This design comes from an exercise in tuning for small area, a short achievable clock period and few clock cycles on the open sky130 flow, not from production work. In this exercise RTL edits were held to simulation tests only and were not proved equivalent to the original.

## job 101
// sha256_hasher
module sha256_hasher (
    input  logic         clk,
    input  logic         rst,
    input  logic         in_valid,
    output logic         in_ready,
    input  logic [31:0]  in_data,
    input  logic         in_last,
    input  logic [2:0]   in_bytes,
    output logic [255:0] digest,
    output logic         digest_valid
);
clock: 10.0 ns
lec_check: 0
cap_margin: 20
core_margin: 2
core_utilization: 40
cts_buf_list: sky130_fd_sc_hd__clkbuf_8
slew_margin: 20
tns_end_percent: 0
standard.sh (not shown) runs the stock make flow with config.mk's settings and CLKGATE_MAP_FILE= SYNTH_SCRIPT=/design/flow/synth_recipe.tcl, a recipe that flattens the netlist after the stock synthesis.
==> flow/flow/run.sh <==
#!/bin/bash
set -euo pipefail
bash standard.sh "BUFFER_PORTS_ARGS=-buffer_cell sky130_fd_sc_hd__buf_1" SETUP_SLACK_MARGIN=5.6 finish > orfs_finish.log 2>&1
Testbench counts of job 101, summed over its fixed seeds: cycles 64,216.
[inputs] job 102 vs job 101
-- flow/config.mk --
<<< job 101, line 10
export CORE_UTILIZATION = 40
export CTS_BUF_LIST = sky130_fd_sc_hd__clkbuf_8
export SLEW_MARGIN = 20
>>> job 102, line 10
export CORE_UTILIZATION = 40
export CTS_BUF_LIST = sky130_fd_sc_hd__clkbuf_16
export CTS_CLUSTER_DIAMETER = 60
export CTS_CLUSTER_SIZE = 20
export SLEW_MARGIN = 20
==> run notes <==
Number of DRC markers in iteration 0 (lower): job 102. Job 102: flow completed, timing, DRC and antenna clean. Compared with job 101, in job 102 met1 capacity usage during global routing neither gained nor lost much, maximum frequency lost about 0.8%, fraction of the cycle the final worst path needs picked up an extra 0.40 points, post-layout minimum cycle time picked up an extra 0.040 ns.

========
sha256_hasher, a different RTL version from the one above (not shown whole).
For scale: roughly 6700 cells after synthesis, about 300 I/O pins, about 67000 µm² of cells after synthesis.
clock: 10.0 ns
lec_check: 0
cap_margin: 20
core_margin: 2
core_utilization: 55
cts_buf_list: sky130_fd_sc_hd__clkbuf_16
cts_cluster_diameter: 80
cts_cluster_size: 30
setup_slack_margin: 5
slew_margin: 20
run.sh (not shown) runs the stock make flow with config.mk's settings and CLKGATE_MAP_FILE= SYNTH_SCRIPT=/design/flow/synth_recipe.tcl, a recipe that flattens the netlist after the stock synthesis.
Stock flow here: none of the scripts above is used.
Testbench counts at the start, summed over its fixed seeds: cycles 64,216.
Change:
==> flow/flow/run.sh (new file) <==
#!/bin/bash
# The standard layout (standard.sh: unchanged synthesis, floorplan, power
# grid, placement, CTS, routing), with the port buffers made from the
# smallest buffer cell instead of the delay buffer buffer_ports picks.
set -euo pipefail
bash standard.sh "BUFFER_PORTS_ARGS=-buffer_cell sky130_fd_sc_hd__buf_1" finish > orfs_finish.log 2>&1
==> flow/standard.sh (new file) <==
#!/bin/bash
# synth_recipe.tcl (not shown) runs the flow's synth.tcl, then flattens the netlist and writes it again
# the make line also repeats each setting of config.mk as NAME=value (left out here)
make -C /OpenROAD-flow-scripts/flow DESIGN_CONFIG=/design/flow/config.mk WORK_HOME=/design/flow/orfs CLKGATE_MAP_FILE= SYNTH_SCRIPT=/design/flow/synth_recipe.tcl "${@:-finish}"
- CORE_UTILIZATION: 55 -> 40
- CTS_BUF_LIST: sky130_fd_sc_hd__clkbuf_16 -> sky130_fd_sc_hd__clkbuf_8
- CTS_CLUSTER_DIAMETER: 80 -> unset
- CTS_CLUSTER_SIZE: 30 -> unset
- TNS_END_PERCENT: unset -> 0
removed: flow/run.sh
After rerunning:
- The changed run produced a clean layout
- area after synthesis is unchanged
- routed wire length rose by 4.8%
- worst setup slack gets worse by 0.10 ns
- die area went up by about 37%
- sequential share of layout area goes up by 0.63 points
- hold slack is worse by 0.0074 ns

========
Setup of main:
sha256_hasher again, from the RTL that the note above started with.
export LEC_CHECK = 0
export CAP_MARGIN = 20
export CORE_MARGIN = 2
export CORE_UTILIZATION = 40
export CTS_BUF_LIST = sky130_fd_sc_hd__clkbuf_8
export SETUP_SLACK_MARGIN = 5
export SLEW_MARGIN = 20
create_clock -name core_clock -period 10.0 [get_ports {clk}]
standard.sh (not shown) runs the stock make flow with config.mk's settings and CLKGATE_MAP_FILE= SYNTH_SCRIPT=/design/flow/synth_recipe.tcl, a recipe that flattens the netlist after the stock synthesis.
==> flow/flow/run.sh <==
#!/bin/bash
# The standard layout (standard.sh: unchanged synthesis, floorplan, power
# grid, placement, CTS, routing), with the port buffers made from the
# smallest buffer cell instead of the delay buffer buffer_ports picks.
set -euo pipefail
bash standard.sh "BUFFER_PORTS_ARGS=-buffer_cell sky130_fd_sc_hd__buf_1" finish > orfs_finish.log 2>&1
main | stages: all done | timing, DRC, antenna: all pass
Testbench counts of main, summed over its fixed seeds: cycles 64,216.
For the feature branch, these inputs were changed with respect to main:
Settings: CORE_UTILIZATION changed from 40 to 55.
==> flow/run.sh (new file) <==
#!/bin/bash
# synth_recipe.tcl (not shown) runs the flow's synth.tcl, then flattens the netlist and writes it again
# the make line also repeats each setting of config.mk as NAME=value (left out here)
make -C /OpenROAD-flow-scripts/flow DESIGN_CONFIG=/design/flow/config.mk WORK_HOME=/design/flow/orfs CLKGATE_MAP_FILE= SYNTH_SCRIPT=/design/flow/synth_recipe.tcl finish
removed: flow/flow/run.sh
removed: flow/standard.sh
Notes after the runs:
The feature branch -> main: post-synth design cell area delta 0, exact match
Final max-slew violation count across the feature branch and main: no real change.
The lower time the final worst path needs with I/O delays and setup of the feature branch and main is in the feature branch.
Re part of the cycle the worst path needs: main was higher than the feature branch.
Wire length of the first global-routing pass for the feature branch is lower than for main.

========
sha256_hasher with an RTL version that a note above also has.
Size: ~1,400 flip-flops, about 300 I/O pins, about 68,000 sq um of cells after synthesis.
export LEC_CHECK = 0
export CAP_MARGIN = 20
export CORE_MARGIN = 2
export CORE_UTILIZATION = 40
export CTS_BUF_LIST = sky130_fd_sc_hd__clkbuf_8
export PLACE_DENSITY = 0.75
export SLEW_MARGIN = 20
export TNS_END_PERCENT = 0
create_clock -name core_clock -period 10.0 [get_ports {clk}]
==> flow/flow/run.sh <==
#!/bin/bash
set -euo pipefail
bash standard.sh "BUFFER_PORTS_ARGS=-buffer_cell sky130_fd_sc_hd__buf_1" SETUP_SLACK_MARGIN=5.6 finish > orfs_finish.log 2>&1
Testbench counts at the start, summed over its fixed seeds: cycles 64,216.
Edit:
==> flow/flow/run.sh (replaced) <==
#!/bin/bash
# The standard layout (standard.sh: unchanged synthesis, floorplan, power
# grid, placement, CTS, routing), with the port buffers made from the
# smallest buffer cell instead of the delay buffer buffer_ports picks.
set -euo pipefail
bash standard.sh "BUFFER_PORTS_ARGS=-buffer_cell sky130_fd_sc_hd__buf_1" finish > orfs_finish.log 2>&1
--- a/flow/config.mk
+++ b/flow/config.mk
@@ -11,3 +11,3 @@
 export CTS_BUF_LIST = sky130_fd_sc_hd__clkbuf_8
-export PLACE_DENSITY = 0.75
+export SETUP_SLACK_MARGIN = 5
 export SLEW_MARGIN = 20
=> The new run went through all stages and came out clean. Worst hold slack degrades by 0.048 ns. Synthesized cell count does not change. Final area decreases slightly.

what the ideal ports hide:
The flow's constraints put no driver on any port. The routed layouts listed below were extracted and timed again, unchanged, in two steps. Step 1, drivers: a clkbuf_16 drives clk and a buf_2 each remaining input, both assumed. Step 2 also shifts input and output timing later by t, the mid clock arrival at the registers, as if the neighbouring blocks saw the same clock. Slacks: no drivers / after step 1 / after step 2; pairs: no drivers / after step 1.
run	t, ns	setup slack, ns	worst hold slack (ns)	latest minus earliest clock arrival (ns)	pins driven straight from the clock port
job 101	1.069	4.788 / 4.797 / 3.760	0.300 / 0.300 / 0.300	0.091 / 0.091	1
job 102	0.887	4.748 / 4.748 / 3.965	0.310 / 0.310 / 0.310	0.061 / 0.060	1
the first run of note 2	0.795	4.560 / 4.560 / 4.399	0.317 / 0.317 / 0.317	0.057 / 0.057	1
the second run of note 2	1.074	4.458 / 4.458 / 3.688	0.310 / 0.310 / 0.310	0.080 / 0.079	1
main	1.052	4.438 / 4.438 / 4.093	0.263 / 0.263 / 0.263	0.105 / 0.105	1
the feature branch	1.042	4.535 / 4.535 / 4.250	0.310 / 0.310 / 0.310	0.096 / 0.095	1
the first run of note 4	1.026	4.704 / 4.704 / 3.728	0.313 / 0.313 / 0.313	0.081 / 0.081	1
the second run of note 4	1.086	4.673 / 4.673 / 3.656	0.265 / 0.265 / 0.265	0.074 / 0.074	1
After both steps setup and hold are still met in every run listed. The setup slack of job 101, which loses most, moves by +0.009 ns with the drivers and by -1.028 ns with both steps.
